What follows belongs to an exercise in optimizing a design on an open flow for small area; a production flow would make more cautious choices.
Only simulation tests tie the RTL to the original design; equivalence was not proved.
Power and IR drop assume default switching activity.

==> design/flow/design.v <==
package fpga_rt_pkg;
    typedef logic [31:0] addr_t;       
    typedef logic [31:0] data_t;
    typedef logic [3:0]  strb_t;
    typedef logic [1:0]  resp_t;
    typedef logic [7:0]  log_char_t;
    typedef logic [3:0]  nibble_t;     
    localparam resp_t RESP_OKAY   = 2'b00;
    localparam resp_t RESP_SLVERR = 2'b10;
    localparam addr_t CTRL_OFS              = 32'h00;
    localparam addr_t STATUS_OFS            = 32'h04;
    localparam addr_t GENERIC_INPUT_OFS     = 32'h08;
    localparam addr_t GENERIC_OUTPUT_OFS    = 32'h0C;
    localparam addr_t ITRNG_DIVISOR_OFS     = 32'h10;
    localparam addr_t CYCLE_COUNT_OFS       = 32'h14;
    localparam addr_t LOG_FIFO_DATA_OFS     = 32'h18;   
    localparam addr_t LOG_FIFO_STATUS_OFS   = 32'h1C;
    localparam addr_t ITRNG_FIFO_DATA_OFS   = 32'h20;   
    localparam addr_t ITRNG_STATUS_OFS      = 32'h24;
    localparam int LOG_FIFO_DEPTH = 16;
    localparam int LOG_PTR_W      = $clog2(LOG_FIFO_DEPTH);
    localparam int LOG_CNT_W      = $clog2(LOG_FIFO_DEPTH + 1);
    localparam int ITRNG_FIFO_DEPTH = 8;
    localparam int ITRNG_PTR_W      = $clog2(ITRNG_FIFO_DEPTH);
    localparam int ITRNG_CNT_W      = $clog2(ITRNG_FIFO_DEPTH + 1);
    localparam int NIBBLES_PER_WORD = 8;
    localparam int NIBBLE_IDX_W     = $clog2(NIBBLES_PER_WORD);
endpackage
module fpga_rt_regs (
    input  logic                     core_clk,
    input  logic                     hwif_out,
    input  logic                     awvalid,
    output logic                     awready,
    input  fpga_rt_pkg::addr_t       awaddr,
    input  logic                     wvalid,
    output logic                     wready,
    input  fpga_rt_pkg::data_t       wdata,
    input  fpga_rt_pkg::strb_t       wstrb,
    output logic                     bvalid,
    input  logic                     bready,
    output fpga_rt_pkg::resp_t       bresp,
    input  logic                     arvalid,
    output logic                     arready,
    input  fpga_rt_pkg::addr_t       araddr,
    output logic                     rvalid,
    input  logic                     rready,
    output fpga_rt_pkg::data_t       rdata,
    output fpga_rt_pkg::resp_t       rresp,
    output logic                     core_pwrgood,
    output logic                     core_rst_b,
    output fpga_rt_pkg::data_t       generic_input,
    input  logic [7:0]               core_status,
    input  fpga_rt_pkg::data_t       generic_output,
    output logic                     log_pop,
    input  fpga_rt_pkg::log_char_t   log_head,
    input  logic                     log_empty,
    input  logic                     log_full,
    output logic                     itrng_wr,
    output logic                     itrng_push,
    output logic                     itrng_fifo_reset,
    output fpga_rt_pkg::data_t       itrng_divisor,
    input  logic                     itrng_empty,
    input  logic                     itrng_full
);
    logic               ready_en;    
    logic               wr_accept;
    logic               rd_accept;
    logic               wr_low;      
    logic               rd_low;
    logic [9:0]         wr_sel;      
    logic [9:0]         rd_sel;
    fpga_rt_pkg::data_t rd_value;
    fpga_rt_pkg::data_t cycle_count;
    logic               bresp_err;
    logic               rresp_err;
    assign wr_low = (awaddr[31:6] == '0);
    assign rd_low = (araddr[31:6] == '0);
    always_comb begin
        for (int i = 0; i < 10; i++) begin
            wr_sel[i] = wr_low & (awaddr[5:2] == 4'(i));
            rd_sel[i] = rd_low & (araddr[5:2] == 4'(i));
        end
    end
    assign wr_accept = ready_en & awvalid & wvalid & ~bvalid;
    assign awready   = wr_accept;
    assign wready    = wr_accept;
    assign arready   = ready_en & ~rvalid;
    assign rd_accept = arvalid & arready;
    assign log_pop   = rd_accept & rd_sel[6];
    assign itrng_wr  = wr_accept & wr_sel[8];
    always_comb begin
        rd_value = '0;    
        if (rd_sel[0]) rd_value[1:0] = {core_rst_b, core_pwrgood};
        if (rd_sel[1]) rd_value[7:0] = rd_value[7:0] | core_status;
        if (rd_sel[2]) rd_value = rd_value | generic_input;
        if (rd_sel[3]) rd_value = rd_value | generic_output;
        if (rd_sel[4]) rd_value = rd_value | itrng_divisor;
        if (rd_sel[5]) rd_value = rd_value | cycle_count;
        if (rd_sel[6]) rd_value[8:0] = rd_value[8:0] | {~log_empty, log_head};
        if (rd_sel[7]) rd_value[1:0] = rd_value[1:0] | {log_full, log_empty};
        if (rd_sel[9]) rd_value[2:0] = rd_value[2:0] | {itrng_fifo_reset, itrng_full, itrng_empty};
    end
    assign bresp = {bresp_err, 1'b0};
    assign rresp = {rresp_err, 1'b0};
    always_ff @(posedge core_clk or negedge hwif_out) begin
        if (!hwif_out) begin
            ready_en <= 1'b0;
            bvalid   <= 1'b0;
            rvalid   <= 1'b0;
        end else begin
            ready_en <= 1'b1;
            if (wr_accept)   bvalid <= 1'b1;
            else if (bready) bvalid <= 1'b0;
            if (rd_accept)   rvalid <= 1'b1;
            else if (rready) rvalid <= 1'b0;
        end
    end
    always_ff @(posedge core_clk) begin
        if (!bvalid) bresp_err <= ~|wr_sel;
        if (!rvalid) begin
            rresp_err <= ~|rd_sel;
            rdata     <= rd_value;    
        end
    end
    always_ff @(posedge core_clk or negedge hwif_out) begin
        if (!hwif_out) begin
            core_pwrgood     <= 1'b0;
            core_rst_b       <= 1'b0;
            generic_input    <= '0;
            itrng_divisor    <= '0;
            itrng_fifo_reset <= 1'b0;
            itrng_push       <= 1'b0;
        end else begin
            itrng_push <= itrng_wr;
            if (wr_accept) begin
                if (wr_sel[0] & wstrb[0]) begin
                    core_pwrgood <= wdata[0];
                    core_rst_b   <= wdata[1];
                end
                for (int i = 0; i < 4; i++) begin
                    if (wr_sel[2] & wstrb[i]) generic_input[8*i +: 8] <= wdata[8*i +: 8];
                    if (wr_sel[4] & wstrb[i]) itrng_divisor[8*i +: 8] <= wdata[8*i +: 8];
                end
                if (wr_sel[9] & wstrb[0]) itrng_fifo_reset <= wdata[2];   
            end
        end
    end
    always_ff @(posedge core_clk) begin
        if (!core_rst_b) cycle_count <= '0;
        else             cycle_count <= cycle_count + 1'b1;
    end
endmodule
module log_fifo (
    input  logic                   core_clk,
    input  logic                   hwif_out,
    input  logic                   log_char_valid,
    input  fpga_rt_pkg::log_char_t log_char,
    input  logic                   log_pop,
    output fpga_rt_pkg::log_char_t log_head,
    output logic                   log_empty,
    output logic                   log_full
);
    fpga_rt_pkg::log_char_t            mem [fpga_rt_pkg::LOG_FIFO_DEPTH];
    logic [fpga_rt_pkg::LOG_PTR_W:0]   wr_ptr;    
    logic [fpga_rt_pkg::LOG_PTR_W:0]   rd_ptr;
    logic                              push_ok;
    logic                              pop_ok;
    logic                              same_slot;
    assign same_slot = (wr_ptr[fpga_rt_pkg::LOG_PTR_W-1:0] == rd_ptr[fpga_rt_pkg::LOG_PTR_W-1:0]);
    assign log_empty = same_slot & (wr_ptr[fpga_rt_pkg::LOG_PTR_W] == rd_ptr[fpga_rt_pkg::LOG_PTR_W]);
    assign log_full  = same_slot & (wr_ptr[fpga_rt_pkg::LOG_PTR_W] != rd_ptr[fpga_rt_pkg::LOG_PTR_W]);
    assign push_ok   = log_char_valid & ~log_full;
    assign pop_ok    = log_pop & ~log_empty;
    assign log_head  = mem[rd_ptr[fpga_rt_pkg::LOG_PTR_W-1:0]];
    always_ff @(posedge core_clk or negedge hwif_out) begin
        if (!hwif_out) begin
            wr_ptr <= '0;
            rd_ptr <= '0;
        end else begin
            if (push_ok) wr_ptr <= wr_ptr + 1'b1;
            if (pop_ok)  rd_ptr <= rd_ptr + 1'b1;
        end
    end
    always_ff @(posedge core_clk) begin
        if (push_ok) begin
            mem[wr_ptr[fpga_rt_pkg::LOG_PTR_W-1:0]] <= log_char;
        end
    end
endmodule
module itrng_feeder (
    input  logic                 core_clk,
    input  logic                 hwif_out,
    input  logic                 itrng_wr,           
    input  logic                 itrng_push,         
    input  fpga_rt_pkg::data_t   itrng_word,         
    input  logic                 itrng_fifo_reset,
    input  fpga_rt_pkg::data_t   itrng_divisor,
    input  logic                 etrng_req,
    output logic                 itrng_empty,
    output logic                 itrng_full,
    output fpga_rt_pkg::nibble_t itrng_data,
    output logic                 itrng_valid
);
    localparam int PW = fpga_rt_pkg::ITRNG_PTR_W;
    localparam int NW = fpga_rt_pkg::NIBBLE_IDX_W;
    fpga_rt_pkg::data_t  mem [fpga_rt_pkg::ITRNG_FIFO_DEPTH];
    logic [PW:0]         wr_ptr;
    logic [PW+NW:0]      rd_ptr;           
    fpga_rt_pkg::data_t  throttle_cnt;
    logic                req_strobe;
    logic                same_slot;
    logic                push_ok;
    logic                take;
    logic                word_done;
    assign same_slot   = (wr_ptr[PW-1:0] == rd_ptr[PW+NW-1:NW]);
    assign itrng_empty = same_slot & (wr_ptr[PW] == rd_ptr[PW+NW]);
    assign itrng_full  = same_slot & (wr_ptr[PW] != rd_ptr[PW+NW]);
    logic [fpga_rt_pkg::ITRNG_FIFO_DEPTH*32-1:0] mem_flat;
    always_comb for (int i = 0; i < fpga_rt_pkg::ITRNG_FIFO_DEPTH; i++) mem_flat[32*i +: 32] = mem[i];
    assign push_ok     = itrng_push & ~itrng_full & ~itrng_fifo_reset;
    assign take        = req_strobe & ~itrng_empty & ~itrng_fifo_reset;
    assign word_done   = take & (&rd_ptr[NW-1:0]);    
    always_ff @(posedge core_clk or negedge hwif_out) begin
        if (!hwif_out) begin
            throttle_cnt <= '0;
            req_strobe   <= 1'b0;
        end else if (throttle_cnt == '0) begin
            throttle_cnt <= itrng_divisor;
            req_strobe   <= etrng_req;
        end else begin
            throttle_cnt <= throttle_cnt - 1'b1;
            req_strobe   <= 1'b0;
        end
    end
    always_ff @(posedge core_clk or negedge hwif_out) begin
        if (!hwif_out) begin
            wr_ptr      <= '0;
            rd_ptr      <= '0;
            itrng_valid <= 1'b0;
        end else if (itrng_fifo_reset) begin
            wr_ptr      <= '0;    
            rd_ptr      <= '0;
            itrng_valid <= 1'b0;
        end else begin
            itrng_valid <= take;
            if (take)    rd_ptr <= rd_ptr + 1'b1;
            if (push_ok) wr_ptr <= wr_ptr + 1'b1;
        end
    end
    always_ff @(posedge core_clk) begin
        if (itrng_wr & (~itrng_full | word_done)) begin
            mem[wr_ptr[PW-1:0]] <= itrng_word;
        end
    end
    always_ff @(posedge core_clk) begin
        itrng_data <= mem_flat[{rd_ptr[PW+NW-1:0], 2'b00} +: 4];
    end
endmodule
module fpga_rt_wrapper (
    input  logic                   core_clk,
    input  logic                   hwif_out,
    input  logic                   awvalid,
    output logic                   awready,
    input  fpga_rt_pkg::addr_t     awaddr,
    input  logic                   wvalid,
    output logic                   wready,
    input  fpga_rt_pkg::data_t     wdata,
    input  fpga_rt_pkg::strb_t     wstrb,
    output logic                   bvalid,
    input  logic                   bready,
    output fpga_rt_pkg::resp_t     bresp,
    input  logic                   arvalid,
    output logic                   arready,
    input  fpga_rt_pkg::addr_t     araddr,
    output logic                   rvalid,
    input  logic                   rready,
    output fpga_rt_pkg::data_t     rdata,
    output fpga_rt_pkg::resp_t     rresp,
    output logic                   core_pwrgood,
    output logic                   core_rst_b,
    output fpga_rt_pkg::data_t     generic_input,
    input  logic [7:0]             core_status,
    input  fpga_rt_pkg::data_t     generic_output,
    input  logic                   log_char_valid,
    input  fpga_rt_pkg::log_char_t log_char,
    input  logic                   etrng_req,
    output fpga_rt_pkg::nibble_t   itrng_data,
    output logic                   itrng_valid
);
    logic                   log_pop;
    fpga_rt_pkg::log_char_t log_head;
    logic                   log_empty;
    logic                   log_full;
    logic                   itrng_wr;
    logic                   itrng_push;
    logic                   itrng_fifo_reset;
    fpga_rt_pkg::data_t     itrng_divisor;
    logic                   itrng_empty;
    logic                   itrng_full;
    fpga_rt_regs regs_i (
        .core_clk, .hwif_out,
        .awvalid, .awready, .awaddr, .wvalid, .wready, .wdata, .wstrb,
        .bvalid, .bready, .bresp,
        .arvalid, .arready, .araddr, .rvalid, .rready, .rdata, .rresp,
        .core_pwrgood, .core_rst_b, .generic_input, .core_status, .generic_output,
        .log_pop, .log_head, .log_empty, .log_full,
        .itrng_wr, .itrng_push, .itrng_fifo_reset, .itrng_divisor,
        .itrng_empty, .itrng_full
    );
    log_fifo log_fifo_i (
        .core_clk, .hwif_out,
        .log_char_valid, .log_char,
        .log_pop, .log_head, .log_empty, .log_full
    );
    itrng_feeder itrng_feeder_i (
        .core_clk, .hwif_out,
        .itrng_wr, .itrng_push, .itrng_word(wdata), .itrng_fifo_reset, .itrng_divisor,
        .etrng_req, .itrng_empty, .itrng_full,
        .itrng_data, .itrng_valid
    );
endmodule
==> design/flow/run.sh <==
#!/bin/bash
# synth_recipe.tcl (not shown) runs the flow's synth.tcl, then flattens the netlist and writes it again
# the make line also repeats each setting of config.mk as NAME=value (left out here)
make -C /OpenROAD-flow-scripts/flow DESIGN_CONFIG=/design/flow/config.mk WORK_HOME=/design/flow/orfs CLKGATE_MAP_FILE= SYNTH_SCRIPT=/design/flow/synth_recipe.tcl finish
==> design/flow/config.mk <==
export PLATFORM = sky130hd
export DESIGN_NAME = fpga_rt_wrapper
export DESIGN_NICKNAME = fpga_rt_wrapper
export VERILOG_FILES = /design/flow/design.v
export SDC_FILE = /design/flow/constraint.sdc
export NUM_CORES = 4
export LEC_CHECK = 0
export CAP_MARGIN = 20
export CORE_MARGIN = 2
export CORE_UTILIZATION = 40
export CTS_BUF_LIST = sky130_fd_sc_hd__clkbuf_4
export SLEW_MARGIN = 20
==> design/flow/constraint.sdc <==
create_clock -name core_clock -period 6.0 [get_ports {core_clk}]
set_input_delay 1.2000 -clock core_clock [delete_from_list [all_inputs] [get_ports {core_clk}]]
set_output_delay 1.2000 -clock core_clock [all_outputs]
set_load 0.01 [all_outputs]
==> implementation parameters, run 1 <==
Parameter                              Value

Global route
  Total routing usage reported by global routing ... 21.1%
  Maximum number of pins on one net before global-route repair ... 67
  First-pass GRT wire length ... between 90 and 100 mm
  Number of antenna violations at the first check in global routing ... 4
  Total congestion overflow after global routing ... 0
  Vias in the first global route ... around 16000

Logic synthesis
  Sequential fraction of the synthesis area ... between 60% and 70%
  Post-Synthesis Cells ... roughly 1500
  Synth Area in Simple Gates ... ~8.4%
  Number of synthesized flops with an enable pin ... about 420
  Netlist cell types ... 65
  Share of synthesized registers carrying an async set or reset ... 21.7%
  Netlist area before placement ... between 20000 and 25000 um^2
  Compound-gate portion of the synthesized area ... a little under 6%
  Syn_area_per_cell ... 15.9 um^2
  Post-Synth Adder-Cell Area ... less than 1%
  Total of warnings raised by yosys ... 3
  Parity-gate share of the synthesized area counting xor and xnor cells ... between 2 and 3%
  Most common flop cell mapped by yosys ... sky130_fd_sc_hd__edfxtp_1
  Portion of netlist area occupied by mux cells ... between 10% and 20%
  Synthesis-stage register bit count ... 580
  Dominant combinational cell family by area after synthesis ... multiplexers

STA
  Transition time at the pin with the least slew margin ... approximately 1.1 ns
  Setup repair after global routing missed its margin ... no
  Finish-stage setup viols ... 0
  Final critical-path share of the clock period ... 63.1%
  Slew headroom ... 26.1%
  Hold slack ... roughly 0.19 ns
  Shortest clock period the worst path allows after layout ... around 3.8 ns
  Final Slew Violations ... 0
  Highest achievable clock rate ... approximately 260 MHz
  Hold violation count in the final report ... 0
  Worst Skew ... roughly 0.059 ns
  Final sum of negative setup slack ... 0 ns

Clock network
  CTS Hold Bufs ... 0
  CTS tree ... yes
  Worst skew pair latency ... between 0.9 and 1 ns
  Resized Gates After CTS ... 0
  Clock Sinks ... slightly below 600
  Number of buffers added for setup after CTS ... 0
  CTS clk-pin slew, worst paths ... about 0.06 ns
  Bufs on Longest Clock Path ... 3
  CTS buffer count ... 154
  Root buffer cell ... sky130_fd_sc_hd__clkbuf_4
  H-tree depth ... 4

Drt
  Count of routing violations after the opening detailed-route iteration ... roughly 1000
  Post-detailed-route count of antenna-violating nets ... 0
  Count of vias placed by the detailed router ... approximately 15000
  Via density ... roughly 5.4
  DR DRC count ... 0
  Wirelength per Cell ... ~24 um
  Detailed-routing iteration count for the pre-antenna-repair pass ... 6
  Total wire length after detailed routing ... approximately 65 mm

Power
  Total Power Consumption ... between 8000 and 9000 uW
  Static leakage ... roughly 0.011 uW
  Worst vdd ir ... around 0.00019 V
  Power density over the cells ... a little under 300 nW/um^2

Critical path
  Slowest stage cell, crit path ... sky130_fd_sc_hd__clkdlybuf4s50_1
  Number of buffers and inverters on the critical path ... 2
  Slowest stage delay, CP ... slightly below 0.6 ns
  Cell class contributing the biggest share of worst-path delay ... buffers and inverters
  Worst-path fanout max ... 7
  Arrival time reported for the critical path endpoint ... roughly 2.6 ns
  Required time of the worst setup path ... about 4.8 ns
  Most repeated library cell on the critical path ... sky130_fd_sc_hd__clkdlybuf4s50_1
  Critical setup path kind ... in -> out
  Worst setup SP type ... input port
  Critical path cell sequence ... clkdlybuf4s50_1, and4b_1, clkdlybuf4s50_1
  Sort of element at the end of the critical path ... output port

Floorplanning
  Row count ... 90
  Core region area ... approximately 60000 um^2
  Width of the die ... around 250 um
  Die Area ... ~62000 um^2
  Starting density of the core ... 40.3%
  Die Ht ... between 200 and 250 um
  I/O pins ... roughly 240

Layout
  Area occupied by multi-input gates ... 7400 um^2
  Final net count ... about 2000
  Fraction of final layout cells sized beyond drive strength 1 ... 24.5%
  Layout Utilization ... around half
  Storage element area ... between 15000 and 20000 um^2
  Layout overhead on the synthesized area ... 21.9%
  Filler Cell Count ... between 5000 and 6000

Min path
  Worst Hold Class ... in -> async

Placed design
  Routability-driven placement congestion ratio ... a little over 0.9
  Port buffer count ... 230
  Detailed-placement wirelength estimate ... around 44 mm

Run status
  Result of the run ... finished clean

Job
  Maximum Capacitance Violations ... 0
-- cell usage after synthesis (all sizes together), types with 36 or more instances --
master	instances	area share, %
dfrtp	126	13
clkbuf	45	0.71
dfxtp	36	3.0
nor2	88	1.4
mux2i	50	2.1
xnor2	57	2.1
nand2	74	1.2
a22oi	38	1.2
mux2	75	3.5
edfxtp	418	52
mux4	79	7.4
-- through the flow --
stage	cell area (um^2)	std cells	worst slack, ns
2_1_floorplan	24200	1521	0.910
3_3_place_gp	27400	2480	1.32
3_5_place_dp	27400	2480	1.26
4_1_cts	29500	2756	2.16
5_1_grt	29500	2761	2.14
6_report	29500	2761	2.21
-- state kept, by name, summed over array words and instances (netlist names), 4 cells and up --
name	flops
itrng_feeder_i.mem	256
log_fifo_i.mem	128
itrng_feeder_i.throttle_cnt	32
regs_i.cycle_count	32
regs_i.generic_input	32
regs_i.itrng_divisor	32
regs_i.rdata	32
itrng_feeder_i.rd_ptr	7
log_fifo_i.rd_ptr	5
log_fifo_i.wr_ptr	5
itrng_feeder_i.itrng_data	4
itrng_feeder_i.wr_ptr	4
-- layer usage --
layer	up-vias	track usage, %	part of all wire [%]
li1	6737	-	-
met1	7655	26.4	41
met2	534	35.1	50
met3	117	5.63	6.7
met4	0	7.88	2.8
met5	-	0	0
-- power by group --
| part | switching, uW | internal, uW |
|---|---|---|
| registers | 60.3 | 4430 |
| clock network | 1640 | 2020 |
| logic | 309 | 221 |
| total | 2010 | 6670 |
-- worst reg2reg max path, delay by kind of cell (launching register included) --
kind	cells	cell delay, ns
AOI/OAI and AO/OA	1	0.60
xor gates and xnor gates	1	0.20
DFF	1	1.02
and+or+nand+nor	3	1.28
-- cells by family (layout without fill, tap and decap cells) --
| group | after synthesis | in the layout |
|---|---|---|
| and+or+nand+nor | 366 | 366 |
| other | 2 | 7 |
| adders and majority gates | 11 | 11 |
| buffers and inverters | 90 | 544 |
| xor gates and xnor gates | 75 | 75 |
| AOI/OAI and AO/OA | 192 | 192 |
| muxes | 204 | 204 |
| DFF | 580 | 580 |
-- final timing paths --
kind / from / endpoint / slack, ns / cells after the start
worst min-delay path: hwif_out / regs_i.bvalid / 0.19 / 1
worst max register to register: log_fifo_i.rd_ptr[2] / log_fifo_i.mem[13][4] / 2.52 / 5
worst min register to register: regs_i.cycle_count[31] / regs_i.cycle_count[31] / 0.50 / 2
max in group asynchronous: hwif_out / log_fifo_i.rd_ptr[0] / 4.38 / 2
min in group core_clock: regs_i.cycle_count[31] / regs_i.cycle_count[31] / 0.50 / 2
worst max-delay path: awvalid / wready / 2.21 / 3
-- area by class of cell --
type / instances / share of cell area (%)
clock buffer: 244 / 6.21
antenna: 4 / 0.0340
clock inverter: 32 / 0.891
multi-input combinational: 851 / 25.1
timing repair buffer: 256 / 8.53
sequential: 580 / 55.7
inverter: 12 / 0.153
tap: 782 / 3.32
-- cell usage in the layout, fill, tap and decap left out, types with 13 or more instances in the layout --
cell	n
sky130_fd_sc_hd__edfxtp_1	418
sky130_fd_sc_hd__clkbuf_4	244
sky130_fd_sc_hd__clkdlybuf4s50_1	229
sky130_fd_sc_hd__dfrtp_1	123
sky130_fd_sc_hd__nor2_1	81
sky130_fd_sc_hd__mux4_2	79
sky130_fd_sc_hd__mux2_2	75
sky130_fd_sc_hd__nand2_1	66
sky130_fd_sc_hd__xnor2_1	57
sky130_fd_sc_hd__mux2i_1	50
sky130_fd_sc_hd__a22oi_1	38
sky130_fd_sc_hd__dfxtp_1	36
sky130_fd_sc_hd__and2_1	33
sky130_fd_sc_hd__o21ai_0	31
sky130_fd_sc_hd__a21oi_1	25
sky130_fd_sc_hd__nand3_1	25
sky130_fd_sc_hd__a221o_1	25
sky130_fd_sc_hd__buf_4	24
sky130_fd_sc_hd__nor4_1	22
sky130_fd_sc_hd__nor3_1	22
sky130_fd_sc_hd__xor2_1	18
sky130_fd_sc_hd__nand4_1	16
sky130_fd_sc_hd__clkinv_1	16
sky130_fd_sc_hd__a211oi_1	13
sky130_fd_sc_hd__o221ai_1	13
==> inputs of run 2 (changes only) <==
==> design/flow/flow/run.sh (new file) <==
#!/bin/bash
# Standard layout, with smaller port buffers and a clock tree without
# dummy loads. Each tool's output goes to a log file of its own here.
set -euo pipefail
export BUFFER_PORTS_ARGS="-buffer_cell sky130_fd_sc_hd__buf_1"
export CTS_ARGS="-sink_clustering_enable -repair_clock_nets -dont_use_dummy_load -buf_list sky130_fd_sc_hd__clkbuf_4"
bash standard.sh synth > synth.log 2>&1
bash standard.sh finish > layout.log 2>&1
==> design/flow/standard.sh (new file) <==
#!/bin/bash
# synth_recipe.tcl (not shown) runs the flow's synth.tcl, then flattens the netlist and writes it again
# the make line also repeats each setting of config.mk as NAME=value (left out here)
make -C /OpenROAD-flow-scripts/flow DESIGN_CONFIG=/design/flow/config.mk WORK_HOME=/design/flow/orfs CLKGATE_MAP_FILE= SYNTH_SCRIPT=/design/flow/synth_recipe.tcl "${@:-finish}"
--- a/design/flow/config.mk
+++ b/design/flow/config.mk
@@ -9,4 +9,3 @@
 export CORE_MARGIN = 2
 export CORE_UTILIZATION = 40
-export CTS_BUF_LIST = sky130_fd_sc_hd__clkbuf_4
 export SLEW_MARGIN = 20
removed: design/flow/run.sh
==> implementation parameters, run 2 <==
Parameter                              Value

Run status
  Result of the run ... finished clean

Critical path
  Worst-path fanout max ... 32 (+25)
  Number of cells on the worst reg-to-reg path ... 5 (unchanged)
  Slowest stage delay, CP ... 0.89 ns (+0.30 ns)
  Most repeated library cell on the critical path ... sky130_fd_sc_hd__nor4_1
  Required time of the worst setup path ... 6.47 ns (+1.67 ns)
  End point of the critical path ... itrng_feeder_i.mem[5][23]
  Worst setup slack for register-to-register paths ... 2.56 ns (+0.04 ns)
  Critical setup path kind ... in -> reg
  Worst setup SP type ... input port
  Cell class contributing the biggest share of worst-path delay ... simple AND/OR/NAND/NOR gates
  Worst path depth ... 6 (+3)
  Arrival time reported for the critical path endpoint ... 4.09 ns (+1.50 ns)
  CP Launch Point ... awaddr[7]
  Number of buffers and inverters on the critical path ... 1 (-1)
  Slowest stage cell, crit path ... sky130_fd_sc_hd__nor2_4
  Worst reg2reg startpoint ... regs_i.ready_en
  Capture point of the worst reg-to-reg path ... itrng_feeder_i.mem[5][23]
  Sort of element at the end of the critical path ... flop
  Critical path cell sequence ... buf_1, nor4_1, nand4_1, nor4_1, nand3_1, nor2_4

Layout
  Fraction of final layout cells sized beyond drive strength 1 ... 20.2% (-4.3 points)
  Final net count ... 2019 (-0.20%)
  Leading cell type in the layout, fill and taps excluded ... sky130_fd_sc_hd__edfxtp_1
  Filler Cell Count ... 5372 (+3.8%)
  Max FFs per register ... 256 (unchanged)
  Commonest cells after routing, fill and taps aside ... 418 x sky130_fd_sc_hd__edfxtp_1, 229 x sky130_fd_sc_hd__buf_1, 155 x sky130_fd_sc_hd__clkbuf_4
  Layout overhead on the synthesized area ... 12.0%

Power
  Static leakage ... 0.00940 uW (-11%)
  Power density over the cells ... 276 nW/um^2 (-6.2%)
  Total Power Consumption ... 7480 uW (-14%)
  Worst vdd ir ... 0.000168 V (-9.7%)

Drt
  Detailed-routing iteration count for the pre-antenna-repair pass ... 6 (unchanged)
  Top Layer Used ... met4
  Count of routing violations after the opening detailed-route iteration ... 1010 (-3.2%)
  Wl on met1 ... 25.9 mm (-2.2%)
  DR DRC count ... 0 (unchanged)
  Count of vias placed by the detailed router ... 14800 (-1.4%)
  Met3 layer wire length in the routed design ... 4.18 mm (-4.8%)
  Wirelength per Cell ... 23.9 um (+1.2%)
  Via density ... 5.64 (+3.4%)
  DR WL met2 ... 31.5 mm (-3.2%)
  Post-detailed-route count of antenna-violating nets ... 0 (unchanged)
  Total wire length after detailed routing ... 63.0 mm (-3.5%)

Floorplanning
  Starting density of the core ... 40.3% (unchanged)
  Width of the die ... 250 um (unchanged)
  Core region area ... 60000 um^2 (unchanged)
  Die Area ... 62400 um^2 (unchanged)
  I/O pins ... 237 (unchanged)
  Die Ht ... 250 um (unchanged)
  Row count ... 90 (unchanged)

Placed design
  Port buffer count ... 230 (unchanged)
  Routability-driven placement congestion ratio ... 0.868 (-4.4%)
  Detailed-placement wirelength estimate ... 43.1 mm (-1.7%)

STA
  Finish-stage setup viols ... 0 (unchanged)
  Final sum of negative setup slack ... 0 ns (unchanged)
  Setup repair after global routing missed its margin ... no
  Shortest clock period the worst path allows after layout ... 3.62 ns (-0.172 ns)
  Hold violation count in the final report ... 0 (unchanged)
  Transition time at the pin with the least slew margin ... 1.09 ns (-0.0139 ns)
  Worst Skew ... 0.0977 ns (+0.0384 ns)
  Final critical-path share of the clock period ... 60.3% (-2.9 points)
  Final Slew Violations ... 0 (unchanged)
  Highest achievable clock rate ... 276 MHz (+4.7%)
  Slew headroom ... 27.0% (+0.93 points)

Logic synthesis
  Post-Synth Adder-Cell Area ... 0.569% (unchanged)
  Netlist cell types ... 65 (unchanged)
  Largest cells by area after synthesis ... sky130_fd_sc_hd__edfxtp_1 52%, sky130_fd_sc_hd__dfrtp_1 13%, sky130_fd_sc_hd__mux4_2 7.4%
  Synthesis-stage register bit count ... 580 (unchanged)
  Total of warnings raised by yosys ... 3 (unchanged)
  Library cell with the largest summed area after synthesis ... sky130_fd_sc_hd__edfxtp_1
  Synth Area in Simple Gates ... 8.35% (unchanged)
  Most frequent cells after synthesis ... 418 x sky130_fd_sc_hd__edfxtp_1, 126 x sky130_fd_sc_hd__dfrtp_1, 88 x sky130_fd_sc_hd__nor2_1
  Post-Synthesis Cells ... 1520 (unchanged)
  Share of synthesized registers carrying an async set or reset ... 21.7% (unchanged)
  Syn_area_per_cell ... 15.9 um^2 (unchanged)
  Parity-gate share of the synthesized area counting xor and xnor cells ... 2.72% (unchanged)
  Number of synthesized flops with an enable pin ... 418 (unchanged)
  Most common flop cell mapped by yosys ... sky130_fd_sc_hd__edfxtp_1
  Compound-gate portion of the synthesized area ... 5.82% (unchanged)
  Area fraction of the dominant cell type after synthesis ... 51.9% (unchanged)
  Sequential fraction of the synthesis area ... 67.9% (unchanged)
  Portion of netlist area occupied by mux cells ... 12.9% (unchanged)
  Top-count cell post-synth ... sky130_fd_sc_hd__edfxtp_1
  Dominant combinational cell family by area after synthesis ... multiplexers
  Netlist area before placement ... 24200 um^2 (unchanged)

Global route
  Maximum number of pins on one net before global-route repair ... 47 (-30%)
  Number of antenna violations at the first check in global routing ... 2 (-2)
  Total routing usage reported by global routing ... 20.5% (-0.62 points)
  First-pass GRT wire length ... 94.5 mm (-3.1%)
  Vias in the first global route ... 15200 (-3.7%)
  Total congestion overflow after global routing ... 0 (unchanged)

Clock network
  CTS Hold Bufs ... 0 (unchanged)
  CTS clk-pin slew, worst paths ... 0.06 ns (about the same)
  Bufs on Longest Clock Path ... 3 (unchanged)
  Worst skew pair latency ... 0.91 ns (-0.07 ns)
  Clock Sinks ... 580 (unchanged)
  H-tree depth ... 4 (unchanged)
  Number of buffers added for setup after CTS ... 0 (unchanged)
  Resized Gates After CTS ... 0 (unchanged)
  Root buffer cell ... sky130_fd_sc_hd__clkbuf_4
  CTS buffer count ... 154 (unchanged)
  CTS tree ... yes

Min path
  Worst Hold Class ... in -> async

Job
  Maximum Capacitance Violations ... 0 (unchanged)
## run 2: changes by cell type in the layout (fill, tap and decap cells not counted), sizes merged
cell | before | now
buf | 27 | 251
clkinv | 20 | 0
bufinv | 4 | 0
clkinvlp | 4 | 0
diode | 4 | 2
clkbuf | 244 | 155
clkdlybuf4s50 | 229 | 0
inv | 16 | 12
## run 2: stage by stage
stage | instances | setup WS [ns] | util, % | cell area (um^2) | hold slack [ns]
2_1_floorplan | 1521 | 0.910 | - | 24200 | 0.448
3_3_place_gp | 2476 | 1.55 | 43.2 | 25900 | 0.481
3_5_place_dp | 2476 | 1.50 | 43.2 | 25900 | 0.491
4_1_cts | 2630 | 2.49 | 45.1 | 27100 | 0.215
5_1_grt | 2633 | 2.28 | 45.1 | 27100 | 0.299
6_report | 2633 | 2.38 | 45.1 | 27100 | 0.340
## run 2: metal layers
layer  GRT usage (%)  vias up
li1                -     6615
met1            25.8     7641
met2            33.7      488
met3            5.24       94
met4            8.67        0
met5               0        -
## run 2: layout make-up
class / instances / area (um^2) / share of cell area (%)
Multi-Input combinational cell: 851 / 7430 / 27.4
Inverter: 12 / 45.0 / 0.166
Antenna cell: 2 / 5.00 / 0.0185
Tap cell: 782 / 978 / 3.61
Clock buffer: 154 / 1160 / 4.27
Timing Repair Buffer: 252 / 1040 / 3.84
Sequential cell: 580 / 16400 / 60.7
## run 2: worst min-delay path by stage
| stage | slack (ns) | from | to |
|---|---|---|---|
| floorplan | 0.45 | regs_i.cycle_count[0] | regs_i.cycle_count[0] |
| global placement | 0.48 | log_fifo_i.wr_ptr[4] | log_fifo_i.wr_ptr[4] |
| detailed placement | 0.49 | itrng_feeder_i.throttle_cnt[0] | itrng_feeder_i.throttle_cnt[0] |
| CTS | 0.22 | hwif_out | itrng_feeder_i.rd_ptr[6] |
| global route | 0.30 | hwif_out | regs_i.generic_input[30] |
| finish | 0.34 | hwif_out | regs_i.generic_input[30] |
## run 2: power breakdown
part	switching [uW]	leakage [uW]	internal [uW]
combinational	300	0.00284	131
clock	1390	0.000709	1160
sequential	60.1	0.00585	4440
total	1750	0.00940	5730
## run 2: kinds of logic (layout without fill, tap and decap cells)
kind of cell	count (synthesis)	in the layout
fa+ha+maj	11	11
buf+inv	90	418
other cells	2	5
xor+xnor	75	75
compound gates	192	192
simple gates	366	366
mux	204	204
flops	580	580
## run 2: worst reg2reg max path: cells and delay by family, from the launching register on
| family | cells | cell delay (ns) |
|---|---|---|
| AND/OR/NAND/NOR | 5 | 2.53 |
| flip-flops | 1 | 0.50 |
==> inputs of run 3 (changes only) <==
--- a/design/flow/design.v
+++ b/design/flow/design.v
@@ -207,4 +207,5 @@
     logic [PW:0]         wr_ptr;
     logic [PW+NW:0]      rd_ptr;           
+    fpga_rt_pkg::data_t  head_word;
     fpga_rt_pkg::data_t  throttle_cnt;
     logic                req_strobe;
@@ -216,6 +217,5 @@
     assign itrng_empty = same_slot & (wr_ptr[PW] == rd_ptr[PW+NW]);
     assign itrng_full  = same_slot & (wr_ptr[PW] != rd_ptr[PW+NW]);
-    logic [fpga_rt_pkg::ITRNG_FIFO_DEPTH*32-1:0] mem_flat;
-    always_comb for (int i = 0; i < fpga_rt_pkg::ITRNG_FIFO_DEPTH; i++) mem_flat[32*i +: 32] = mem[i];
+    assign head_word   = mem[rd_ptr[PW+NW-1:NW]];
     assign push_ok     = itrng_push & ~itrng_full & ~itrng_fifo_reset;
     assign take        = req_strobe & ~itrng_empty & ~itrng_fifo_reset;
@@ -254,5 +254,5 @@
     end
     always_ff @(posedge core_clk) begin
-        itrng_data <= mem_flat[{rd_ptr[PW+NW-1:0], 2'b00} +: 4];
+        itrng_data <= head_word[{rd_ptr[NW-1:0], 2'b00} +: 4];
     end
 endmodule
==> design/flow/run.sh (new file) <==
#!/bin/bash
# synth_recipe.tcl (not shown) runs the flow's synth.tcl, then flattens the netlist and writes it again
# the make line also repeats each setting of config.mk as NAME=value (left out here)
make -C /OpenROAD-flow-scripts/flow DESIGN_CONFIG=/design/flow/config.mk WORK_HOME=/design/flow/orfs CLKGATE_MAP_FILE= SYNTH_SCRIPT=/design/flow/synth_recipe.tcl finish
removed: design/flow/flow/run.sh
removed: design/flow/standard.sh
==> implementation parameters, run 3 <==
Parameter                              Value

Critical path
  Arrival time reported for the critical path endpoint ... 4.05 ns (-0.04 ns)
  Required time of the worst setup path ... 6.26 ns (-0.21 ns)
  Number of buffers and inverters on the critical path ... 3 (+2)
  Sort of element at the end of the critical path ... flop
  Worst-path fanout max ... 26 (-19%)
  Slowest stage cell, crit path ... sky130_fd_sc_hd__buf_4
  Critical path cell sequence ... clkdlybuf4s50_1, nor4_1, nand4_1, nor4_1, buf_4, nand3b_1, nor2_2, buf_4
  Critical setup path kind ... in -> reg
  Slowest stage delay, CP ... 0.52 ns (-0.37 ns)
  Cell class contributing the biggest share of worst-path delay ... simple AND/OR/NAND/NOR gates
  Worst setup SP type ... input port

Power
  Worst vdd ir ... 0.000300 V (+78%)
  Static leakage ... 0.0104 uW (+11%)
  Power density over the cells ... 347 nW/um^2 (+26%)
  Total Power Consumption ... 10200 uW (+36%)

Logic synthesis
  Netlist cell types ... 68 (+4.6%)
  Post-Synthesis Cells ... 1513 (-0.46%)
  Most frequent cells after synthesis ... 418 x sky130_fd_sc_hd__edfxtp_1, 126 x sky130_fd_sc_hd__dfrtp_1, 105 x sky130_fd_sc_hd__nor2_1
  Total of warnings raised by yosys ... 3 (unchanged)
  Library cell with the largest summed area after synthesis ... sky130_fd_sc_hd__edfxtp_1
  Synthesis-stage register bit count ... 580 (unchanged)
  Area fraction of the dominant cell type after synthesis ... 51.8% (-0.15 points)
  Netlist area before placement ... 24200 um^2 (+0.28%)
  Share of synthesized registers carrying an async set or reset ... 21.7% (unchanged)
  Most common flop cell mapped by yosys ... sky130_fd_sc_hd__edfxtp_1
  Largest cells by area after synthesis ... sky130_fd_sc_hd__edfxtp_1 52%, sky130_fd_sc_hd__dfrtp_1 13%, sky130_fd_sc_hd__mux4_2 9.4%
  Syn_area_per_cell ... 16.0 um^2 (+0.75%)
  Number of synthesized flops with an enable pin ... 418 (unchanged)
  Top-count cell post-synth ... sky130_fd_sc_hd__edfxtp_1
  Sequential fraction of the synthesis area ... 67.7% (-0.19 points)

Placed design
  Post-placement setup slack ... 1.53 ns (+0.0337 ns)
  Routability-driven placement congestion ratio ... 0.822 (-5.3%)
  Detailed-placement wirelength estimate ... 43.6 mm (+1.3%)
  Total cell area at the placement stage ... 27400 um^2 (+5.9%)
  Port buffer count ... 230 (unchanged)

Clock network
  CTS clk-pin slew, worst paths ... 0.06 ns (about the same)
  Worst skew pair latency ... 0.63 ns (-0.28 ns)
  CTS tree ... yes
  H-tree depth ... 2 (-2)
  Clock Sinks ... 580 (unchanged)
  CTS buffer count ... 59 (-62%)
  Root buffer cell ... sky130_fd_sc_hd__clkbuf_16
  CTS Hold Bufs ... 0 (unchanged)
  Number of buffers added for setup after CTS ... 0 (unchanged)
  Resized Gates After CTS ... 0 (unchanged)
  Bufs on Longest Clock Path ... 3 (unchanged)

Floorplanning
  Core region area ... 60100 um^2 (+0.19%)
  Die Ht ... 250 um (+0.14%)
  Starting density of the core ... 40.3% (about the same)
  Row count ... 90 (unchanged)
  Width of the die ... 250 um (+0.14%)
  I/O pins ... 237 (unchanged)
  Die Area ... 62600 um^2 (+0.28%)

Layout
  Antenna diodes ... 0 (-2)
  Fraction of final layout cells sized beyond drive strength 1 ... 18.2% (-2.1 points)
  Leading cell type in the layout, fill and taps excluded ... sky130_fd_sc_hd__edfxtp_1
  Total non-filler cell area in the finished layout ... 29400 um^2 (+8.5%)
  Storage element area ... 16400 um^2 (about the same)
  Filler Cell Count ... 5204 (-3.1%)
  Max FFs per register ... 256 (unchanged)
  Commonest cells after routing, fill and taps aside ... 418 x sky130_fd_sc_hd__edfxtp_1, 229 x sky130_fd_sc_hd__clkdlybuf4s50_1, 123 x sky130_fd_sc_hd__dfrtp_1
  Area occupied by multi-input gates ... 7420 um^2 (about the same)
  Layout overhead on the synthesized area ... 21.2%
  Final net count ... 1918 (-5.0%)

STA
  Post-layout worst setup margin ... 2.21 ns (-0.171 ns)
  Worst Skew ... 0.0234 ns (-0.0743 ns)
  Slew headroom ... 27.3% (+0.28 points)
  Final Slew Violations ... 0 (unchanged)
  Transition time at the pin with the least slew margin ... 1.09 ns (-0.00134 ns)
  Final sum of negative setup slack ... 0 ns (unchanged)
  Hold slack ... 0.490 ns (+0.150 ns)
  Hold violation count in the final report ... 0 (unchanged)
  Finish-stage setup viols ... 0 (unchanged)
  Setup repair after global routing missed its margin ... no
  Final critical-path share of the clock period ... 63.1% (+2.8 points)
  Shortest clock period the worst path allows after layout ... 3.79 ns (+0.171 ns)
  Highest achievable clock rate ... 264 MHz (-4.5%)

Global route
  Total congestion overflow after global routing ... 0 (unchanged)
  Number of antenna violations at the first check in global routing ... 8 (+6)
  Total routing usage reported by global routing ... 20.7% (+0.26 points)
  Vias in the first global route ... 14600 (-4.1%)
  First-pass GRT wire length ... 96.2 mm (+1.7%)
  Maximum number of pins on one net before global-route repair ... 68 (+45%)

Min path
  Worst Hold Class ... reg -> reg

Job
  Maximum Capacitance Violations ... 0 (unchanged)

Drt
  Detailed-routing iteration count for the pre-antenna-repair pass ... 5 (-1)
  Total wire length after detailed routing ... 65.0 mm (+3.2%)
  Via density ... 5.57 (-1.1%)
  Count of routing violations after the opening detailed-route iteration ... 983 (-2.7%)
  Post-detailed-route count of antenna-violating nets ... 0 (unchanged)
  Wirelength per Cell ... 25.2 um (+5.3%)
  Count of vias placed by the detailed router ... 14400 (-3.0%)
  DR DRC count ... 0 (unchanged)

Run status
  Result of the run ... finished clean
run 3: layout make-up:
type,instances,area share [%]
Clock inverter,21,0.750
Clock buffer,90,5.83
Tap cell,782,3.33
Sequential cell,580,55.9
Timing Repair Buffer,259,8.59
Inverter,23,0.294
Multi-Input combinational cell,827,25.3
run 3: per-stage QoR:
step	instances	util, %
floorplan	1514	-
CTS	2582	48.9
detailed placement	2471	45.6
global placement	2470	45.6
global route	2582	48.9
finish	2582	48.9
run 3: final timing paths:
check	startpoint	endpoint	slack, ns	cells after the start
setup / recovery	awaddr[8]	itrng_feeder_i.mem[2][30]	2.21	8
hold / removal	itrng_feeder_i.throttle_cnt[30]	itrng_feeder_i.throttle_cnt[30]	0.49	1
max in group asynchronous	hwif_out	regs_i.generic_input[25]	4.08	2
hold reg to reg	itrng_feeder_i.throttle_cnt[30]	itrng_feeder_i.throttle_cnt[30]	0.49	1
min in group asynchronous	hwif_out	regs_i.ready_en	0.57	1
setup reg to reg	itrng_feeder_i.rd_ptr[3]	itrng_feeder_i.mem[2][30]	2.35	6
run 3: per-layer routing:
layer,up-vias,part of all wire (%),track usage (%)
li1,6410,-,-
met5,-,0.052,0
met3,79,6.5,4.07
met4,6,1.9,5.41
met2,432,49,34.8
met1,7459,43,27.8
run 3: report_power, final:
group / switching, uW / internal [uW] / total, uW
clock network: 1550 / 2100 / 3650
registers: 89.6 / 4510 / 4600
logic: 1180 / 769 / 1950
run 3: logic make-up after synthesis:
group | Yosys count | synth area share, %
other | 2 | 0.0310
XOR/XNOR | 74 | 2.67
adder cells (fa/ha/maj) | 11 | 0.568
multiplexers | 189 | 13.4
buffers and inverters | 107 | 1.95
AO/OA/AOI/OAI | 184 | 5.46
AND/OR/NAND/NOR | 366 | 8.19
flip-flops | 580 | 67.7
==> inputs of run 4 (changes only) <==
--- a/design/flow/design.v
+++ b/design/flow/design.v
@@ -207,5 +207,4 @@
     logic [PW:0]         wr_ptr;
     logic [PW+NW:0]      rd_ptr;           
-    fpga_rt_pkg::data_t  head_word;
     fpga_rt_pkg::data_t  throttle_cnt;
     logic                req_strobe;
@@ -217,5 +216,6 @@
     assign itrng_empty = same_slot & (wr_ptr[PW] == rd_ptr[PW+NW]);
     assign itrng_full  = same_slot & (wr_ptr[PW] != rd_ptr[PW+NW]);
-    assign head_word   = mem[rd_ptr[PW+NW-1:NW]];
+    logic [fpga_rt_pkg::ITRNG_FIFO_DEPTH*32-1:0] mem_flat;
+    always_comb for (int i = 0; i < fpga_rt_pkg::ITRNG_FIFO_DEPTH; i++) mem_flat[32*i +: 32] = mem[i];
     assign push_ok     = itrng_push & ~itrng_full & ~itrng_fifo_reset;
     assign take        = req_strobe & ~itrng_empty & ~itrng_fifo_reset;
@@ -254,5 +254,5 @@
     end
     always_ff @(posedge core_clk) begin
-        itrng_data <= head_word[{rd_ptr[NW-1:0], 2'b00} +: 4];
+        itrng_data <= mem_flat[{rd_ptr[PW+NW-1:0], 2'b00} +: 4];
     end
 endmodule
==> design/flow/flow/run.sh (new file) <==
#!/bin/bash
# Standard synthesis with an area-oriented ABC script in place of ORFS's
# speed script (registers are untouched), then the standard layout with
# small port buffers and a clock tree of fewer, larger sink clusters and
# no dummy loads. Each tool's output goes to a log file of its own here.
set -euo pipefail
rm -rf scripts_abc
cp -r "$FLOW_HOME/scripts" scripts_abc
cp flow/abc_area.script scripts_abc/abc_speed.script
bash standard.sh synth SCRIPTS_DIR="$PWD/scripts_abc" > synth.log 2>&1
export BUFFER_PORTS_ARGS="-buffer_cell sky130_fd_sc_hd__buf_1"
export CTS_ARGS="-sink_clustering_enable -repair_clock_nets -dont_use_dummy_load -buf_list sky130_fd_sc_hd__clkbuf_8 -sink_clustering_size 16 -sink_clustering_max_diameter 60"
bash standard.sh finish > layout.log 2>&1
==> design/flow/flow/abc_area.script (new file) <==
strash
balance
rewrite
refactor
balance
rewrite
rewrite -z
balance
refactor -z
rewrite -z
balance
balance
rewrite
refactor
balance
rewrite
rewrite -z
balance
refactor -z
rewrite -z
balance
dch
amap -F 10 -A 30
topo
==> design/flow/standard.sh (new file) <==
#!/bin/bash
# synth_recipe.tcl (not shown) runs the flow's synth.tcl, then flattens the netlist and writes it again
# the make line also repeats each setting of config.mk as NAME=value (left out here)
make -C /OpenROAD-flow-scripts/flow DESIGN_CONFIG=/design/flow/config.mk WORK_HOME=/design/flow/orfs CLKGATE_MAP_FILE= SYNTH_SCRIPT=/design/flow/synth_recipe.tcl "${@:-finish}"
--- a/design/flow/config.mk
+++ b/design/flow/config.mk
@@ -8,4 +8,4 @@
 export CAP_MARGIN = 20
 export CORE_MARGIN = 2
-export CORE_UTILIZATION = 40
+export CORE_UTILIZATION = 60
 export SLEW_MARGIN = 20
removed: design/flow/run.sh
==> implementation parameters, run 4 <==
Parameter                              Value

Logic synthesis
  Most frequent cells after synthesis ... 418 x sky130_fd_sc_hd__edfxtp_1, 192 x sky130_fd_sc_hd__clkinv_1, 169 x sky130_fd_sc_hd__o221ai_1
  Total of warnings raised by yosys ... 3 (unchanged)
  Number of synthesized flops with an enable pin ... 418 (unchanged)
  Syn_area_per_cell ... 13.6 um^2 (-15%)
  Most common flop cell mapped by yosys ... sky130_fd_sc_hd__edfxtp_1
  Library cell with the largest summed area after synthesis ... sky130_fd_sc_hd__edfxtp_1
  Largest cells by area after synthesis ... sky130_fd_sc_hd__edfxtp_1 54%, sky130_fd_sc_hd__dfrtp_1 14%, sky130_fd_sc_hd__o221ai_1 6.4%
  Post-Synthesis Cells ... 1707 (+13%)
  Sequential fraction of the synthesis area ... 70.9% (+3.2 points)
  Share of synthesized registers carrying an async set or reset ... 21.7% (unchanged)
  Area fraction of the dominant cell type after synthesis ... 54.2% (+2.4 points)
  Top-count cell post-synth ... sky130_fd_sc_hd__edfxtp_1
  Synthesis-stage register bit count ... 580 (unchanged)
  Netlist cell types ... 44 (-35%)
  Netlist area before placement ... 23200 um^2 (-4.5%)

Power
  Total Power Consumption ... 6600 uW (-35%)
  Worst vdd ir ... 0.000228 V (-24%)
  Static leakage ... 0.00793 uW (-24%)
  Power density over the cells ... 258 nW/um^2 (-26%)

Clock network
  Root buffer cell ... sky130_fd_sc_hd__clkbuf_8
  Number of buffers added for setup after CTS ... 0 (unchanged)
  H-tree depth ... 2 (unchanged)
  CTS buffer count ... 43 (-27%)
  CTS clk-pin slew, worst paths ... 0.10 ns (+0.04 ns)
  CTS tree ... yes
  Resized Gates After CTS ... 0 (unchanged)
  Bufs on Longest Clock Path ... 3 (unchanged)
  CTS Hold Bufs ... 0 (unchanged)
  Clock Sinks ... 580 (unchanged)
  Worst skew pair latency ... 0.65 ns (+0.02 ns)

Layout
  Max FFs per register ... 256 (unchanged)
  Fraction of final layout cells sized beyond drive strength 1 ... 4.82% (-13 points)
  Final net count ... 2182 (+14%)
  Total non-filler cell area in the finished layout ... 25600 um^2 (-13%)
  Filler Cell Count ... 2886 (-45%)
  Layout overhead on the synthesized area ... 10.5%
  Commonest cells after routing, fill and taps aside ... 418 x sky130_fd_sc_hd__edfxtp_1, 229 x sky130_fd_sc_hd__buf_1, 191 x sky130_fd_sc_hd__clkinv_1
  Leading cell type in the layout, fill and taps excluded ... sky130_fd_sc_hd__edfxtp_1
  Antenna diodes ... 0 (unchanged)

Drt
  Post-detailed-route count of antenna-violating nets ... 0 (unchanged)
  Count of vias placed by the detailed router ... 16800 (+17%)
  Total wire length after detailed routing ... 62.0 mm (-4.6%)
  Via density ... 6.64 (+19%)
  Count of routing violations after the opening detailed-route iteration ... 1734 (+76%)
  Wirelength per Cell ... 24.6 um (-2.4%)
  Detailed-routing iteration count for the pre-antenna-repair pass ... 6 (+1)
  DR DRC count ... 0 (unchanged)

Critical path
  Worst setup SP type ... flop
  Required time of the worst setup path ... 6.32 ns (+0.06 ns)
  Critical path cell sequence ... clkinv_1, o22ai_1, a221oi_1, o221ai_1, or2_0, nand2_1, nor2_1, clkinv_1, nor2b_1, o21ai_0, or2_0, nor3_2, buf_12
  Sort of element at the end of the critical path ... flop
  Cell class contributing the biggest share of worst-path delay ... simple AND/OR/NAND/NOR gates
  Number of buffers and inverters on the critical path ... 3 (unchanged)
  Critical setup path kind ... reg -> reg
  Worst-path fanout max ... 24 (-7.7%)
  Arrival time reported for the critical path endpoint ... 4.47 ns (+0.42 ns)
  Slowest stage cell, crit path ... sky130_fd_sc_hd__nor3_2
  Slowest stage delay, CP ... 0.71 ns (+0.19 ns)

STA
  Slew headroom ... 30.0% (+2.7 points)
  Shortest clock period the worst path allows after layout ... 4.16 ns (+0.368 ns)
  Finish-stage setup viols ... 0 (unchanged)
  Final sum of negative setup slack ... 0 ns (unchanged)
  Final Slew Violations ... 0 (unchanged)
  Final critical-path share of the clock period ... 69.3% (+6.1 points)
  Highest achievable clock rate ... 241 MHz (-8.9%)
  Setup repair after global routing missed its margin ... no
  Worst Skew ... 0.0575 ns (+0.0341 ns)
  Hold violation count in the final report ... 0 (unchanged)
  Transition time at the pin with the least slew margin ... 1.05 ns (-0.0437 ns)

Floorplanning
  Starting density of the core ... 61.2% (+21 points)
  I/O pins ... 237 (unchanged)
  Row count ... 71 (-21%)
  Core region area ... 37800 um^2 (-37%)
  Die Area ... 40200 um^2 (-36%)
  Die Ht ... 200 um (-20%)
  Width of the die ... 200 um (-20%)

Placed design
  Port buffer count ... 230 (unchanged)
  Detailed-placement wirelength estimate ... 40.9 mm (-6.3%)
  Total cell area at the placement stage ... 25000 um^2 (-8.9%)
  Routability-driven placement congestion ratio ... 0.902 (+9.7%)

Global route
  Number of antenna violations at the first check in global routing ... 0 (-8)
  Vias in the first global route ... 16000 (+9.2%)
  First-pass GRT wire length ... 94.8 mm (-1.4%)
  Maximum number of pins on one net before global-route repair ... 87 (+28%)
  Total routing usage reported by global routing ... 30.8% (+10 points)
  Total congestion overflow after global routing ... 0 (unchanged)

Run status
  Result of the run ... finished clean

Min path
  Worst Hold Class ... reg -> reg

Job
  Maximum Capacitance Violations ... 0 (unchanged)
## run 4: cell count changes in the layout (fill, tap and decap cells not counted), moves of 41 or more
| cell | change |
|---|---|
| sky130_fd_sc_hd__nand3_1 | +60 |
| sky130_fd_sc_hd__clkdlybuf4s50_1 | -229 |
| sky130_fd_sc_hd__o21ai_0 | +52 |
| sky130_fd_sc_hd__buf_1 | +229 |
| sky130_fd_sc_hd__clkinv_1 | +185 |
| sky130_fd_sc_hd__mux2_2 | -71 |
| sky130_fd_sc_hd__nand2_1 | +42 |
| sky130_fd_sc_hd__o22ai_1 | +81 |
| sky130_fd_sc_hd__mux4_2 | -101 |
| sky130_fd_sc_hd__clkbuf_16 | -60 |
| sky130_fd_sc_hd__o221ai_1 | +165 |
| sky130_fd_sc_hd__xnor2_1 | -41 |
## run 4: per-stage QoR
stage | hold slack (ns) | util (%) | instances | worst slack, ns
2_1_floorplan | 0.426 | - | 1708 | 0.605
3_3_place_gp | 0.447 | 66.1 | 2480 | 1.49
3_5_place_dp | 0.447 | 66.1 | 2480 | 1.40
4_1_cts | 0.472 | 67.6 | 2523 | 1.86
5_1_grt | 0.498 | 67.6 | 2523 | 1.48
6_report | 0.476 | 67.6 | 2523 | 1.84
## run 4: path summary, 6_finish.rpt
kind                                           from                         endpoint  cells after the start  slack, ns
setup / recovery           itrng_feeder_i.wr_ptr[2]        itrng_feeder_i.mem[2][24]                     13       1.84
hold / removal                regs_i.cycle_count[0]            regs_i.cycle_count[0]                      1       0.48
setup reg to reg           itrng_feeder_i.wr_ptr[2]        itrng_feeder_i.mem[2][24]                     13       1.84
hold reg to reg               regs_i.cycle_count[0]            regs_i.cycle_count[0]                      1       0.48
max in group asynchronous                  hwif_out          regs_i.generic_input[9]                      2       4.04
min in group asynchronous                  hwif_out  itrng_feeder_i.throttle_cnt[29]                      1       0.68
## run 4: power by group
group          leakage (uW)  internal, uW  total (uW)  switching (uW)
registers           0.00543          4410        4450            41.0
logic               0.00219          79.0         335             256
clock network      0.000309           645        1810            1170
## run 4: area by class of cell
cell class / count / area (um^2) / area share, %
Clock buffer: 43 / 592 / 2.31
Inverter: 192 / 722 / 2.82
Multi-Input combinational cell: 931 / 6050 / 23.7
Sequential cell: 580 / 16400 / 64.2
Tap cell: 511 / 639 / 2.50
Timing Repair Buffer: 266 / 1150 / 4.49
## run 4: cell families (layout without fill, tap and decap cells)
| group | after synthesis | count (layout) | share of synthesized area [%] |
|---|---|---|---|
| flops | 580 | 580 | 70.9 |
| compound gates | 537 | 537 | 17.3 |
| simple gates | 379 | 379 | 7.80 |
| buf+inv | 197 | 501 | 3.27 |
| fa+ha+maj | 11 | 11 | 0.594 |
| other cells | 2 | 3 | 0.0324 |
| xor+xnor | 1 | 1 | 0.0378 |
## run 4: per-layer routing
layer  vias to the layer above  wire length, um  track usage, %
met2                       858            29500            49.4
met4                         0             1220            7.14
li1                       7537                -               -
met3                        97             5580            5.11
met1                      8272            25700            44.8
met5                         -                0               0
==> inputs of run 5 (changes only) <==
--- a/design/flow/config.mk
+++ b/design/flow/config.mk
@@ -8,4 +8,4 @@
 export CAP_MARGIN = 20
 export CORE_MARGIN = 2
-export CORE_UTILIZATION = 60
+export CORE_UTILIZATION = 40
 export SLEW_MARGIN = 20
==> implementation parameters, run 5 <==
Parameter                              Value

STA
  Finish-stage setup viols ... 0 (unchanged)
  Worst Skew ... 0.116 ns (+0.0590 ns)
  Transition time at the pin with the least slew margin ... 1.06 ns (+0.0185 ns)
  Setup repair after global routing missed its margin ... no
  Final critical-path share of the clock period ... 68.7% (-0.60 points)
  Final sum of negative setup slack ... 0 ns (unchanged)
  Shortest clock period the worst path allows after layout ... 4.12 ns (-0.0358 ns)
  Highest achievable clock rate ... 243 MHz (+0.87%)
  Final Slew Violations ... 0 (unchanged)
  Hold violation count in the final report ... 0 (unchanged)
  Slew headroom ... 28.5% (-1.5 points)

Clock network
  CTS clk-pin slew, worst paths ... 0.10 ns (about the same)
  CTS Hold Bufs ... 0 (unchanged)
  Worst skew pair latency ... 0.69 ns (+0.04 ns)
  Clock Sinks ... 580 (unchanged)
  Bufs on Longest Clock Path ... 3 (unchanged)
  CTS buffer count ... 46 (+7.0%)
  Resized Gates After CTS ... 0 (unchanged)
  Number of buffers added for setup after CTS ... 0 (unchanged)
  H-tree depth ... 2 (unchanged)
  CTS tree ... yes
  Root buffer cell ... sky130_fd_sc_hd__clkbuf_8

Critical path
  Critical setup path kind ... reg -> reg
  Slowest stage delay, CP ... 1.02 ns (+0.31 ns)
  Worst-path fanout max ... 32 (+33%)
  Arrival time reported for the critical path endpoint ... 4.34 ns (-0.13 ns)
  Critical path cell sequence ... clkinv_1, o221ai_1, or2_0, nand2_1, nor2_1, clkinv_1, nor2b_1, o21ai_0, or2_0, nor3_2, buf_4
  Worst setup SP type ... flop
  Sort of element at the end of the critical path ... flop
  Slowest stage cell, crit path ... sky130_fd_sc_hd__dfrtp_1
  Number of cells on the worst reg-to-reg path ... 11 (-2)
  Required time of the worst setup path ... 6.22 ns (-0.10 ns)

Job
  Maximum Capacitance Violations ... 0 (unchanged)

Layout
  Number of non-filler instances in the completed layout ... 2780 (+10%)
  Final net count ... 2182 (unchanged)
  Max FFs per register ... 256 (unchanged)
  Leading cell type in the layout, fill and taps excluded ... sky130_fd_sc_hd__edfxtp_1
  Commonest cells after routing, fill and taps aside ... 418 x sky130_fd_sc_hd__edfxtp_1, 229 x sky130_fd_sc_hd__buf_1, 191 x sky130_fd_sc_hd__clkinv_1
  Filler Cell Count ... 5258 (+82%)
  Layout overhead on the synthesized area ... 11.9%
  Fraction of final layout cells sized beyond drive strength 1 ... 4.77% (-0.050 points)

Logic synthesis
  Netlist area before placement ... 23200 um^2 (unchanged)
  Post-Synthesis Cells ... 1707 (unchanged)
  Sequential fraction of the synthesis area ... 70.9% (unchanged)
  Library cell with the largest summed area after synthesis ... sky130_fd_sc_hd__edfxtp_1
  Share of synthesized registers carrying an async set or reset ... 21.7% (unchanged)
  Syn_area_per_cell ... 13.6 um^2 (unchanged)
  Most common flop cell mapped by yosys ... sky130_fd_sc_hd__edfxtp_1
  Total of warnings raised by yosys ... 3 (unchanged)
  Synthesis-stage register bit count ... 580 (unchanged)
  Area fraction of the dominant cell type after synthesis ... 54.2% (unchanged)
  Largest cells by area after synthesis ... sky130_fd_sc_hd__edfxtp_1 54%, sky130_fd_sc_hd__dfrtp_1 14%, sky130_fd_sc_hd__o221ai_1 6.4%
  Number of synthesized flops with an enable pin ... 418 (unchanged)
  Top-count cell post-synth ... sky130_fd_sc_hd__edfxtp_1
  Most frequent cells after synthesis ... 418 x sky130_fd_sc_hd__edfxtp_1, 192 x sky130_fd_sc_hd__clkinv_1, 169 x sky130_fd_sc_hd__o221ai_1
  Netlist cell types ... 44 (unchanged)

Floorplanning
  Row count ... 88 (+24%)
  Die Ht ... 245 um (+22%)
  Width of the die ... 245 um (+22%)
  I/O pins ... 237 (unchanged)
  Die Area ... 59900 um^2 (+49%)
  Core region area ... 57500 um^2 (+52%)
  Starting density of the core ... 40.3% (-21 points)

Drt
  Count of vias placed by the detailed router ... 16500 (-1.5%)
  Total wire length after detailed routing ... 67.0 mm (+8.1%)
  Via density ... 5.94 (-11%)
  Detailed-routing iteration count for the pre-antenna-repair pass ... 5 (-1)
  Count of routing violations after the opening detailed-route iteration ... 1554 (-10%)
  Wirelength per Cell ... 24.1 um (-1.9%)
  Post-detailed-route count of antenna-violating nets ... 0 (unchanged)
  DR DRC count ... 0 (unchanged)

Power
  Worst vdd ir ... 0.000210 V (-7.7%)
  Power density over the cells ... 258 nW/um^2 (+0.20%)
  Total Power Consumption ... 6700 uW (+1.5%)
  Static leakage ... 0.00794 uW (about the same)

Global route
  Total congestion overflow after global routing ... 0 (unchanged)
  Number of antenna violations at the first check in global routing ... 3 (+3)
  Vias in the first global route ... 16000 (+0.12%)
  Total routing usage reported by global routing ... 22.0% (-8.8 points)
  First-pass GRT wire length ... 99.1 mm (+4.6%)
  Maximum number of pins on one net before global-route repair ... 69 (-21%)

Placed design
  Detailed-placement wirelength estimate ... 44.1 mm (+7.8%)
  Number of cells after detailed placement ... 2731 (+10%)
  Routability-driven placement congestion ratio ... 0.891 (-1.2%)
  Port buffer count ... 230 (unchanged)

Min path
  Hold Crit Depth ... 1 (unchanged)
  Worst Hold Class ... reg -> reg

Run status
  Result of the run ... finished clean
==> run 5: kinds of logic after synthesis <==
kind of cell	after synthesis	share of synthesized area (%)
buffers and inverters	197	3.27
other	2	0.0324
DFF	580	70.9
adders and majority gates	11	0.594
xor gates and xnor gates	1	0.0378
and+or+nand+nor	379	7.80
AOI/OAI and AO/OA	537	17.3
==> run 5: critical path: cells and delay by family, from the launching register on <==
family,cells,cell delay (ns)
AOI/OAI and AO/OA,2,0.35
and+or+nand+nor,6,1.35
DFF,1,1.02
buffers and inverters,3,0.87
==> run 5: final timing paths <==
kind / startpoint / end / slack [ns]
setup / recovery: itrng_feeder_i.rd_ptr[3] / itrng_feeder_i.mem[5][7] / 1.88
hold / removal: regs_i.cycle_count[0] / regs_i.cycle_count[0] / 0.48
setup reg to reg: itrng_feeder_i.rd_ptr[3] / itrng_feeder_i.mem[5][7] / 1.88
hold reg to reg: regs_i.cycle_count[0] / regs_i.cycle_count[0] / 0.48
max in group asynchronous: hwif_out / itrng_feeder_i.rd_ptr[1] / 4.21
min in group asynchronous: hwif_out / regs_i.generic_input[26] / 0.58
==> run 5: layer usage <==
metal	track usage (%)	vias to the layer above	share of wire [%]
met5	0	-	0
met4	6.10	0	2.6
met3	4.80	97	7.5
met2	36.7	595	49
met1	29.0	8307	41
li1	-	7517	-
==> run 5: report_power, final <==
part	switching [uW]	internal, uW
clock	1230	686
combinational	255	78.6
sequential	40.8	4410
==> run 5: area by class of cell <==
class	instances	area, um^2	share of cell area (%)
clock buffer	46	633	2.44
antenna	3	7.51	0.0290
tap	765	957	3.69
timing repair buffer	263	1110	4.30
inverter	192	722	2.79
multi-input combinational	931	6050	23.4
sequential	580	16400	63.4
==> run 5: per-stage QoR <==
stage          utilization [%]  hold WS [ns]  setup WS [ns]  cell area [um^2]
2_1_floorplan                -         0.426          0.605             23200
3_3_place_gp              44.0         0.447           1.33             25300
3_5_place_dp              44.0         0.457           1.25             25300
4_1_cts                   45.1         0.478           1.84             25900
5_1_grt                   45.1         0.499           1.47             25900
6_report                  45.1         0.476           1.88             25900

## afterwards: timing with drivers on the ports
The flow's constraints put no driver on any port. The routed layouts listed below were extracted and timed again, unchanged, in two steps. Step 1: set_driving_cell puts a clkbuf_16 on core_clk and a buf_2 on each other input, an assumption about the parent block. Step 2 moves the port delays by t, midway between the first and last clock arrival at a register: inputs arrive t later, outputs are due t later. That takes back most of the time a late clock gives input paths. Three values: ideal ports, drivers, drivers and shift; two values: the first two.
| run | t, ns | slack for setup (ns) | cell pins on the clock port's net |
|---|---|---|---|
| run 1 | 1.012 | 2.212 / 2.185 / 1.321 | 1 |
| run 2 | 0.922 | 2.383 / 2.415 / 1.493 | 1 |
| run 3 | 0.679 | 2.213 / 2.241 / 1.567 | 1 |
| run 4 | 0.676 | 1.844 / 1.844 / 1.430 | 1 |
| run 5 | 0.692 | 1.880 / 1.880 / 1.257 | 1 |
After both steps every run listed still meets setup and hold. The setup slack of run 1, which loses most, moves by -0.027 ns with the drivers and by -0.891 ns with both steps.
